This design comes from an exercise in tuning for small area on the open sky130 flow, not from production work.
The RTL was checked by simulation tests, not by an equivalence proof against the original design.
Power and IR drop assume default switching activity.

// peer_table_replay_filter_top
module peer_table_replay_filter_top #(
   parameter int PEER_SLOTS = ptrf_pkg::PEER_SLOTS_DEFAULT
) (
   input  logic                          clock,
   input  logic                          reset,
   input  logic                          csr_write_enable,
   input  logic                          csr_write_data,
   input  logic                          req_valid,
   output logic                          req_stall,
   input  logic [ptrf_pkg::MODE_W-1:0]   req_mode,
   input  logic [ptrf_pkg::MAC_W-1:0]    req_peer_mac,
   input  logic [ptrf_pkg::MEMBER_W-1:0] req_member_id,
   input  logic [ptrf_pkg::SEQ_W-1:0]    req_sequence_req,
   input  logic                          req_reset_window,
   output logic                          rsp_valid,
   input  logic                          rsp_stall,
   output logic [ptrf_pkg::STATUS_W-1:0] rsp_status,
   output logic                          rsp_found,
   output logic [ptrf_pkg::SLOT_W-1:0]   rsp_slot,
   output logic [ptrf_pkg::MAC_W-1:0]    rsp_found_mac
);
Size in the first run: roughly 1000 cells after synthesis, ~740 flip-flops, about 150 I/O pins, roughly 17000 um2 of cells after synthesis.
export LEC_CHECK = 0
export CAP_MARGIN = 20
export CORE_MARGIN = 2
export CORE_UTILIZATION = 60
export SLEW_MARGIN = 20
create_clock -name core_clock -period 5.0 [get_ports {clock}]
standard.sh (not shown) runs the stock make flow with config.mk's settings and CLKGATE_MAP_FILE= SYNTH_SCRIPT=/design/flow/synth_recipe.tcl, a recipe that flattens the netlist after the stock synthesis.
==> flow/flow/run.sh <==
#!/bin/bash
# Standard ORFS layout, with port buffers of the smallest buffer cell and a
# clock tree of small buffers built without dummy loads. Each tool's output
# goes to a log here.
set -euo pipefail
export BUFFER_PORTS_ARGS="-buffer_cell sky130_fd_sc_hd__buf_1"
export CTS_ARGS="-sink_clustering_enable -repair_clock_nets -dont_use_dummy_load -buf_list sky130_fd_sc_hd__clkbuf_4 -sink_clustering_size 10 -sink_clustering_max_diameter 30"
bash standard.sh > standard.log 2>&1
==> next run, changes <==
==> flow/flow/run.sh (replaced) <==
#!/bin/bash
# Standard ORFS layout, with port buffers of the smallest buffer cell and a
# clock tree of small buffers built without dummy loads. Each tool's output
# goes to a log here.
set -euo pipefail
export BUFFER_PORTS_ARGS="-buffer_cell sky130_fd_sc_hd__buf_1"
export CTS_ARGS="-sink_clustering_enable -repair_clock_nets -dont_use_dummy_load -buf_list sky130_fd_sc_hd__clkbuf_8 -sink_clustering_size 20 -sink_clustering_max_diameter 40"
bash standard.sh > standard.log 2>&1
The changed run finished clean. Synthesized cell count stays the same. First-iteration DRC count goes down by 6.2%. Worst setup slack improves by 0.13 ns. Cell count went down by 3.1%. Combinational power barely changes. Total power goes down by 0.87%. Design area fell by 0.31%. Clock power shrinks by about 3%. Register-to-register slack gets better by 0.05 ns.
==> next run, changes <==
==> flow/flow/run.sh (replaced) <==
#!/bin/bash
# Standard ORFS layout, with port buffers of the smallest buffer cell and a
# clock tree of small buffers built without dummy loads. Each tool's output
# goes to a log here.
set -euo pipefail
export BUFFER_PORTS_ARGS="-buffer_cell sky130_fd_sc_hd__buf_1"
export CTS_ARGS="-sink_clustering_enable -repair_clock_nets -dont_use_dummy_load -buf_list sky130_fd_sc_hd__clkbuf_8 -sink_clustering_size 24 -sink_clustering_max_diameter 45"
bash standard.sh > standard.log 2>&1
Effect: Via count fell by 1.6%; area after synthesis does not change; total power shrinks by 1.2%; global-route usage decreases by 0.14 points; hold slack is worse by 0.011 ns; critical path depth does not change; wire length stays flat; register-to-register slack gains 0.02 ns.
==> next run, changes <==
- PLACE_DENSITY: not set -> 0.75
=> The changed run finished clean. Non-clock buffer count stays the same. Count of clock-buffer cells in the layout is lower by 1. Setup slack got worse by 0.056 ns. Synthesized cell count does not change. Cell count barely changes. Maximum frequency is lower by 1.5%. Clock skew hardly moves. Die area is unchanged. Area after synthesis does not change.

The RTL this note starts from:
==> flow/design.v <==
`timescale 1ns / 1ps
`default_nettype none
package ptrf_pkg;
   localparam int PEER_SLOTS_DEFAULT = 8;
   localparam int MODE_W   = 2;
   localparam int MAC_W    = 48;
   localparam int MEMBER_W = 8;
   localparam int SEQ_W    = 32;
   localparam int STATUS_W = 3;
   localparam int SLOT_W   = 3;
   localparam logic [MODE_W-1:0] MODE_LEARN  = 2'd0;
   localparam logic [MODE_W-1:0] MODE_ACCEPT = 2'd1;
   localparam logic [MODE_W-1:0] MODE_LOOKUP = 2'd2;
   localparam logic [MODE_W-1:0] MODE_CLEAR  = 2'd3;
   localparam logic [STATUS_W-1:0] STATUS_OK          = 3'd0;
   localparam logic [STATUS_W-1:0] STATUS_MAC_REFUSED = 3'd1;
   localparam logic [STATUS_W-1:0] STATUS_UNKNOWN     = 3'd2;
   localparam logic [STATUS_W-1:0] STATUS_FULL        = 3'd3;
   localparam logic [STATUS_W-1:0] STATUS_STALE       = 3'd4;
   localparam logic [STATUS_W-1:0] STATUS_NO_MATCH    = 3'd5;
endpackage
`default_nettype wire
`timescale 1ns / 1ps
`default_nettype none
module ptrf_match (
   input  logic [ptrf_pkg::MAC_W-1:0]    op_mac,
   input  logic [ptrf_pkg::MEMBER_W-1:0] op_member,
   input  logic [ptrf_pkg::SEQ_W-1:0]    op_seq,
   input  logic [ptrf_pkg::MAC_W-1:0]    head_mac,
   input  logic [ptrf_pkg::MEMBER_W-1:0] head_member,
   input  logic [ptrf_pkg::SEQ_W-1:0]    head_seq,
   output logic                          mac_eq,
   output logic                          member_eq,
   output logic                          seq_le
);
   assign mac_eq    = (head_mac == op_mac);
   assign member_eq = (head_member == op_member);
   assign seq_le    = (op_seq <= head_seq);
endmodule
`default_nettype wire
`timescale 1ns / 1ps
`default_nettype none
module ptrf_store #(
   parameter int PEER_SLOTS = ptrf_pkg::PEER_SLOTS_DEFAULT
) (
   input  logic                          clock,
   input  logic                          wr_macmem,
   input  logic                          wr_seq,
   input  logic                          seq_zero,
   input  logic                          valid_set,
   input  logic                          valid_clr,
   input  logic [ptrf_pkg::MAC_W-1:0]    wr_mac,
   input  logic [ptrf_pkg::MEMBER_W-1:0] wr_member,
   input  logic [ptrf_pkg::SEQ_W-1:0]    wr_seq_data,
   output logic                          head_valid,
   output logic [ptrf_pkg::MAC_W-1:0]    head_mac,
   output logic [ptrf_pkg::MEMBER_W-1:0] head_member,
   output logic [ptrf_pkg::SEQ_W-1:0]    head_seq
);
   logic                          valid_ff  [PEER_SLOTS];
   logic [ptrf_pkg::MAC_W-1:0]    mac_ff    [PEER_SLOTS];
   logic [ptrf_pkg::MEMBER_W-1:0] member_ff [PEER_SLOTS];
   logic [ptrf_pkg::SEQ_W-1:0]    seq_ff    [PEER_SLOTS];
   assign head_valid  = valid_ff[0];
   assign head_mac    = mac_ff[0];
   assign head_member = member_ff[0];
   assign head_seq    = seq_ff[0];
   always_ff @(posedge clock) begin
      for (int i = 0; i < PEER_SLOTS - 1; i++) begin
         valid_ff[i]  <= valid_ff[i+1];
         mac_ff[i]    <= mac_ff[i+1];
         member_ff[i] <= member_ff[i+1];
         seq_ff[i]    <= seq_ff[i+1];
      end
      valid_ff[PEER_SLOTS-1]  <= (valid_ff[0] || valid_set) && !valid_clr;
      mac_ff[PEER_SLOTS-1]    <= wr_macmem ? wr_mac : mac_ff[0];
      member_ff[PEER_SLOTS-1] <= wr_macmem ? wr_member : member_ff[0];
      seq_ff[PEER_SLOTS-1]    <= wr_seq ? (seq_zero ? '0 : wr_seq_data) : seq_ff[0];
   end
endmodule
`default_nettype wire
`timescale 1ns / 1ps
`default_nettype none
module peer_table_replay_filter_top #(
   parameter int PEER_SLOTS = ptrf_pkg::PEER_SLOTS_DEFAULT
) (
   input  logic                          clock,
   input  logic                          reset,
   input  logic                          csr_write_enable,
   input  logic                          csr_write_data,
   input  logic                          req_valid,
   output logic                          req_stall,
   input  logic [ptrf_pkg::MODE_W-1:0]   req_mode,
   input  logic [ptrf_pkg::MAC_W-1:0]    req_peer_mac,
   input  logic [ptrf_pkg::MEMBER_W-1:0] req_member_id,
   input  logic [ptrf_pkg::SEQ_W-1:0]    req_sequence_req,
   input  logic                          req_reset_window,
   output logic                          rsp_valid,
   input  logic                          rsp_stall,
   output logic [ptrf_pkg::STATUS_W-1:0] rsp_status,
   output logic                          rsp_found,
   output logic [ptrf_pkg::SLOT_W-1:0]   rsp_slot,
   output logic [ptrf_pkg::MAC_W-1:0]    rsp_found_mac
);
   localparam int IDX_W = ptrf_pkg::SLOT_W;
   logic [IDX_W-1:0]              hidx_ff;
   logic                          init_ff;
   logic                          busy_ff;
   logic                          pass2_ff;
   logic                          provisioned_ff;
   logic                          pending_ff;
   logic [ptrf_pkg::STATUS_W-1:0] st_ff, st_in;
   logic                          fd_ff, fd_in;
   logic [IDX_W-1:0]              sl_ff;
   logic                          mo_ff, mo_in;
   logic                          head_valid;
   logic [ptrf_pkg::MAC_W-1:0]    head_mac;
   logic [ptrf_pkg::MEMBER_W-1:0] head_member;
   logic [ptrf_pkg::SEQ_W-1:0]    head_seq;
   logic                          mac_eq, member_eq, seq_le;
   logic last, active, done;
   logic wr_macmem, wr_seq, valid_set, valid_clr;
   assign last   = (hidx_ff == IDX_W'(PEER_SLOTS - 1));
   assign active = busy_ff ||
                   (req_valid && !pending_ff && !init_ff && (hidx_ff == '0));
   ptrf_store #(
      .PEER_SLOTS (PEER_SLOTS)
   ) u_store (
      .clock       (clock),
      .wr_macmem   (wr_macmem),
      .wr_seq      (wr_seq),
      .seq_zero    (init_ff),
      .valid_set   (valid_set),
      .valid_clr   (valid_clr),
      .wr_mac      (req_peer_mac),
      .wr_member   (req_member_id),
      .wr_seq_data (req_sequence_req),
      .head_valid  (head_valid),
      .head_mac    (head_mac),
      .head_member (head_member),
      .head_seq    (head_seq)
   );
   ptrf_match u_match (
      .op_mac      (req_peer_mac),
      .op_member   (req_member_id),
      .op_seq      (req_sequence_req),
      .head_mac    (head_mac),
      .head_member (head_member),
      .head_seq    (head_seq),
      .mac_eq      (mac_eq),
      .member_eq   (member_eq),
      .seq_le      (seq_le)
   );
   always_comb begin
      logic hit;
      done      = 1'b0;
      st_in     = ptrf_pkg::STATUS_OK;
      fd_in     = 1'b0;
      mo_in     = 1'b0;
      wr_macmem = 1'b0;
      wr_seq    = init_ff;
      valid_set = 1'b0;
      valid_clr = init_ff;
      hit       = 1'b0;
      case (req_mode)
         ptrf_pkg::MODE_LEARN: begin
            if (!pass2_ff) begin
               hit  = head_valid && (mac_eq || member_eq);
               done = hit || (last && provisioned_ff);
               if (hit) begin
                  fd_in = 1'b1;
                  if (provisioned_ff && !mac_eq) begin
                     st_in = ptrf_pkg::STATUS_MAC_REFUSED;
                  end else begin
                     wr_macmem = active;
                  end
               end else begin
                  st_in = ptrf_pkg::STATUS_UNKNOWN;
               end
            end else begin
               hit  = !head_valid;
               done = hit || last;
               if (hit) begin
                  fd_in     = 1'b1;
                  wr_macmem = active;
                  valid_set = active;
               end else begin
                  st_in = ptrf_pkg::STATUS_FULL;
               end
            end
         end
         ptrf_pkg::MODE_ACCEPT: begin
            hit  = head_valid && mac_eq;
            done = hit || last;
            if (hit) begin
               fd_in = 1'b1;
               if (!req_reset_window && seq_le) begin
                  st_in = ptrf_pkg::STATUS_STALE;
               end else begin
                  wr_seq = init_ff || active;
               end
            end else begin
               st_in = ptrf_pkg::STATUS_NO_MATCH;
            end
         end
         ptrf_pkg::MODE_LOOKUP: begin
            hit  = head_valid && member_eq;
            done = hit || last;
            if (hit) begin
               fd_in = 1'b1;
               mo_in = 1'b1;
            end else begin
               st_in = ptrf_pkg::STATUS_NO_MATCH;
            end
         end
         default: begin
            done      = last;
            valid_clr = init_ff || active;
         end
      endcase
   end
   assign req_stall = !(active && done);
   always_ff @(posedge clock) begin
      if (reset) begin
         hidx_ff        <= '0;
         init_ff        <= 1'b1;
         busy_ff        <= 1'b0;
         pass2_ff       <= 1'b0;
         provisioned_ff <= 1'b0;
         pending_ff     <= 1'b0;
      end else begin
         hidx_ff  <= hidx_ff + IDX_W'(1);
         init_ff  <= init_ff && !last;
         busy_ff  <= active && !done;
         pass2_ff <= active && !done && (pass2_ff || last);
         if (csr_write_enable) begin
            provisioned_ff <= csr_write_data;
         end
         if (pending_ff) begin
            pending_ff <= !rsp_valid;
         end else begin
            pending_ff <= active && done;
         end
      end
   end
   always_ff @(posedge clock) begin
      if (!pending_ff) begin
         st_ff <= st_in;
         fd_ff <= fd_in;
         sl_ff <= fd_in ? hidx_ff : '0;
         mo_ff <= mo_in;
      end
   end
   assign rsp_valid     = pending_ff && !rsp_stall && (!mo_ff || (hidx_ff == sl_ff));
   assign rsp_status    = st_ff;
   assign rsp_found     = fd_ff;
   assign rsp_slot      = sl_ff;
   assign rsp_found_mac = mo_ff ? head_mac : '0;
endmodule
`default_nettype wire
clock: 5.0 ns
lec_check: 0
cap_margin: 20
core_margin: 2
core_utilization: 50
slew_margin: 20
run.sh (not shown) runs the stock make flow with config.mk's settings and CLKGATE_MAP_FILE= SYNTH_SCRIPT=/design/flow/synth_recipe.tcl, a recipe that flattens the netlist after the stock synthesis.
Stock flow here: none of the scripts above is used.
The starting point ran to the end with no violations.
Change:
--- a/flow/config.mk
+++ b/flow/config.mk
@@ -10 +10,3 @@
-export CORE_UTILIZATION = 50
+export CORE_UTILIZATION = 70
+export CTS_BUF_LIST = sky130_fd_sc_hd__clkbuf_2 sky130_fd_sc_hd__clkbuf_4 sky130_fd_sc_hd__clkbuf_8
+export CTS_CLUSTER_SIZE = 20
Worst setup slack degrades by 0.28 ns.
Critical path depth goes down by 1.
Synthesized area is unchanged.
Worst hold slack degrades by 0.0096 ns.
Core utilization goes up by 24 points.
Clock power goes down by 5.5%.
Cell area goes down by 1.2%.

[port drivers added, routing unchanged]
How much do the figures lean on ideal ports? The routed layouts below were timed once more, with nothing changed but the port constraints. Step 1 assumes that a clkbuf_16 drives the clock port and a buf_2 every other input. Step 2 also shifts input and output timing later by t, the mid clock arrival at the registers, as if the neighbouring blocks saw the same clock. Three values: ideal, step 1, step 2; two values: the first two.
run	t, ns	setup WS [ns]	worst setup path after step 2
the first run of note 1	0.711	1.201 / 1.158 / 1.869	register to output
the second run of note 1	0.585	1.329 / 1.284 / 1.869	register to output
the third run of note 1	0.578	1.334 / 1.289 / 1.867	register to output
the fourth run of note 1	0.584	1.278 / 1.236 / 1.819	register to output
the first run of note 2	0.617	0.398 / 0.378 / 0.378	input to output
the second run of note 2	0.645	0.119 / 0.097 / 0.097	input to output
After both steps every run listed still meets setup and hold. The setup slack of the second run of note 2, which loses most, moves by -0.022 ns with the drivers and by -0.022 ns with both steps.
